Source: an optimization exercise on an open RTL-to-GDS flow (aim: small area). Production flows keep margins and buffers that such runs may drop. At most, simulation tests tie the RTL to the original design; equivalence was not proved. Power is estimated from default activity; no workload was simulated.

==> module te_pkt, before the edit <==
module te_pkt (
    input  wire logic                                        clk_bus,
    input  wire logic                                        rst_n,
    input  wire logic                                        pkt_sop,
    input  wire logic [8-1:0]                   pkt_data,
    input  wire logic [10-1:0]                   ib_base,
    input  wire logic                                        bm_gnt,
    output logic                                             bm_req,
    output logic [10-1:0]                        bm_addr,
    output logic [8-1:0]                    bm_wstrb,
    output logic [8*8-1:0]     bm_wdata,
    input  wire logic                                        rdreq_pop,
    output logic                                             rdreq_valid,
    output te_pkt_pkg::rdreq_t rdreq
);
    localparam int NW = 9;
    localparam logic [2:0] ST_IDLE = 3'd0;
    localparam logic [2:0] ST_HDR1 = 3'd1;
    localparam logic [2:0] ST_HDR2 = 3'd2;
    localparam logic [2:0] ST_HDR3 = 3'd3;
    localparam logic [2:0] ST_DATA = 3'd4;
    logic [2:0]  state;
    logic        is_rq;
    logic [2:0]  xid;
    logic [3:0]  sid;
    logic [3:0]  len;
    logic [9:0]  baddr;
    logic        started;
    logic [NW-1:0][63:0] slot_data;
    logic [NW-1:0][6:0]  slot_alo;
    logic [NW-1:0]       slot_acy;
    logic [NW-1:0][2:0]  slot_first;
    logic [NW-1:0][2:0]  slot_last;
    logic [NW-1:0]       wr_oh;
    logic [NW-1:0]       rd_oh;
    logic [1:0][20:0]    rq_data;
    logic                rq_rd;
    logic [1:0]          rq_cnt;
    logic [2:0]  lane;
    logic        data_byte;
    logic        last_byte;
    logic        close_word;
    logic        rq_push;
    logic        rq_pop;
    logic [NW-1:0] wsel;
    assign lane       = baddr[2:0];
    assign data_byte  = (state == ST_DATA) && !pkt_sop;
    assign last_byte  = (len == 4'd0);
    assign close_word = (data_byte && (lane == 3'd7 || last_byte)) || (pkt_sop && started);
    assign rq_push    = (state == ST_HDR3) && !pkt_sop && is_rq;
    assign rq_pop     = rdreq_pop && rdreq_valid;
    always_comb begin
        for (int k = 0; k < NW; k++) begin
            wsel[k] = data_byte && wr_oh[k];
        end
    end
    always_ff @(posedge clk_bus) begin
        if (!rst_n) begin
            state   <= ST_IDLE;
            started <= 1'b0;
            wr_oh   <= NW'(1);
            rd_oh   <= NW'(1);
            rq_rd   <= 1'b0;
            rq_cnt  <= '0;
        end else begin
            if (pkt_sop) begin
                started <= 1'b0;
                if (pkt_data[7:5] == 3'd1 || pkt_data[7:5] == 3'd3) state <= ST_HDR1;
                else state <= ST_IDLE;
            end else begin
                case (state)
                    ST_HDR1: state <= ST_HDR2;
                    ST_HDR2: state <= ST_HDR3;
                    ST_HDR3: state <= is_rq ? ST_IDLE : ST_DATA;
                    ST_DATA: begin
                        started <= !close_word;
                        if (last_byte) state <= ST_IDLE;
                    end
                    default: state <= ST_IDLE;
                endcase
            end
            if (close_word) wr_oh <= {wr_oh[NW-2:0], wr_oh[NW-1]};
            if (bm_req && bm_gnt) rd_oh <= {rd_oh[NW-2:0], rd_oh[NW-1]};
            if (rq_pop) rq_rd <= !rq_rd;
            case ({rq_push, rq_pop})
                2'b10:   rq_cnt <= rq_cnt + 2'd1;
                2'b01:   rq_cnt <= rq_cnt - 2'd1;
                default: ;
            endcase
        end
    end
    always_ff @(posedge clk_bus) begin
        if (pkt_sop) begin
            is_rq <= pkt_data[6];
            xid   <= pkt_data[2:0];
        end else begin
            case (state)
                ST_HDR1: sid <= pkt_data[7:4];
                ST_HDR2: begin
                    len        <= pkt_data[7:4];
                    baddr[9:6] <= pkt_data[3:0];
                end
                ST_HDR3: baddr[5:0] <= pkt_data[5:0];
                ST_DATA: begin
                    baddr <= baddr + 10'd1;
                    len   <= len - 4'd1;
                end
                default: ;
            endcase
        end
    end
    always_ff @(posedge clk_bus) begin
        for (int k = 0; k < NW; k++) begin
            if (wsel[k]) begin
                for (int j = 0; j < 8; j++) begin
                    if (lane == 3'(j)) slot_data[k][j*8 +: 8] <= pkt_data;
                end
                {slot_acy[k], slot_alo[k]} <= {1'b0, ib_base[6:0]} + {1'b0, baddr[9:3]};
                slot_last[k]  <= lane;
                if (!started) slot_first[k] <= lane;
            end
        end
        if (rq_push) rq_data[rq_rd ^ rq_cnt[0]] <= {sid, xid, baddr[9:6], pkt_data[5:0], len};
    end
    logic [6:0] head_alo;
    logic       head_acy;
    logic [2:0] head_first;
    logic [2:0] head_last;
    always_comb begin
        bm_wdata   = '0;
        head_alo   = '0;
        head_acy   = 1'b0;
        head_first = '0;
        head_last  = '0;
        for (int k = 0; k < NW; k++) begin
            bm_wdata   = bm_wdata   | ({64{rd_oh[k]}} & slot_data[k]);
            head_alo   = head_alo   | ({7{rd_oh[k]}}  & slot_alo[k]);
            head_acy   = head_acy   | (rd_oh[k]       & slot_acy[k]);
            head_first = head_first | ({3{rd_oh[k]}}  & slot_first[k]);
            head_last  = head_last  | ({3{rd_oh[k]}}  & slot_last[k]);
        end
        for (int j = 0; j < 8; j++) begin
            bm_wstrb[j] = (3'(j) >= head_first) && (3'(j) <= head_last);
        end
    end
    assign bm_req      = !(|(rd_oh & wr_oh));
    assign bm_addr     = {ib_base[9:7] + {2'd0, head_acy}, head_alo};
    assign rdreq_valid = (rq_cnt != 2'd0);
    assign rdreq       = rq_data[rq_rd];
endmodule
make LEC_CHECK=0 CAP_MARGIN=0 CORE_MARGIN=2 CORE_UTILIZATION=70 CTS_BUF_LIST=sky130_fd_sc_hd__clkbuf_16 CTS_CLUSTER_DIAMETER=80 CTS_CLUSTER_SIZE=30 SLEW_MARGIN=0 finish   # period 4.0 ns
run.sh (not shown) runs the stock make flow with config.mk's settings and CLKGATE_MAP_FILE= SYNTH_SCRIPT=/design/flow/synth_recipe.tcl, a recipe that flattens the netlist after the stock synthesis.
Then changed:
--- a/flow/design.v
+++ b/flow/design.v
@@ -50,11 +50,10 @@
     logic [3:0]  len;
     logic [9:0]  baddr;
     logic        started;
     logic [NW-1:0][63:0] slot_data;
     logic [NW-1:0][6:0]  slot_alo;
-    logic [NW-1:0]       slot_acy;
     logic [NW-1:0][2:0]  slot_first;
     logic [NW-1:0][2:0]  slot_last;
     logic [NW-1:0]       wr_oh;
     logic [NW-1:0]       rd_oh;
     logic [1:0][20:0]    rq_data;
@@ -137,11 +136,11 @@
         for (int k = 0; k < NW; k++) begin
             if (wsel[k]) begin
                 for (int j = 0; j < 8; j++) begin
                     if (lane == 3'(j)) slot_data[k][j*8 +: 8] <= pkt_data;
                 end
-                {slot_acy[k], slot_alo[k]} <= {1'b0, ib_base[6:0]} + {1'b0, baddr[9:3]};
+                slot_alo[k] <= ib_base[6:0] + baddr[9:3];
                 slot_last[k]  <= lane;
                 if (!started) slot_first[k] <= lane;
             end
         end
         if (rq_push) rq_data[rq_rd ^ rq_cnt[0]] <= {sid, xid, baddr[9:6], pkt_data[5:0], len};
@@ -151,25 +150,24 @@
     logic [2:0] head_first;
     logic [2:0] head_last;
     always_comb begin
         bm_wdata   = '0;
         head_alo   = '0;
-        head_acy   = 1'b0;
         head_first = '0;
         head_last  = '0;
         for (int k = 0; k < NW; k++) begin
             bm_wdata   = bm_wdata   | ({64{rd_oh[k]}} & slot_data[k]);
             head_alo   = head_alo   | ({7{rd_oh[k]}}  & slot_alo[k]);
-            head_acy   = head_acy   | (rd_oh[k]       & slot_acy[k]);
             head_first = head_first | ({3{rd_oh[k]}}  & slot_first[k]);
             head_last  = head_last  | ({3{rd_oh[k]}}  & slot_last[k]);
         end
         for (int j = 0; j < 8; j++) begin
             bm_wstrb[j] = (3'(j) >= head_first) && (3'(j) <= head_last);
         end
     end
     assign bm_req      = !(|(rd_oh & wr_oh));
+    assign head_acy    = (head_alo < ib_base[6:0]);
     assign bm_addr     = {ib_base[9:7] + {2'd0, head_acy}, head_alo};
     assign rdreq_valid = (rq_cnt != 2'd0);
     assign rdreq       = rq_data[rq_rd];
 endmodule
 `default_nettype wire
Now the flow ran to the end with violations: setup timing.
Utilization hardly moves.
Wire length hardly moves.
Register-to-register slack gets worse by 0.30 ns.
Final cell count rises by 0.52%.
Count of clock-buffer cells in the layout falls by 4.
Total power falls by 3.6%.
First-iteration DRC count rises by 2.6%.
Function not checked in the second run of this note: the RTL went through the layout flow alone.

## re-timing with driven ports
No port has a modelled driver above. Below, the same layouts with a new extraction and two added sets of constraints.
Step 1, drivers: a clkbuf_16 drives clk_bus and a buf_2 each remaining input, both assumed.
Step 2 moves the port delays by t, midway between the first and last clock arrival at a register: inputs arrive t later, outputs are due t later. That takes back most of the time a late clock gives input paths.
Slacks: ideal ports / drivers / drivers and shift; pairs: ideal ports / drivers.
run	t, ns	setup slack, ns	cell pins on the clock port's net
the first run	0.631	0.144 / 0.086 / 0.595	1
the second run	0.671	-0.215 / -0.272 / 0.087	1
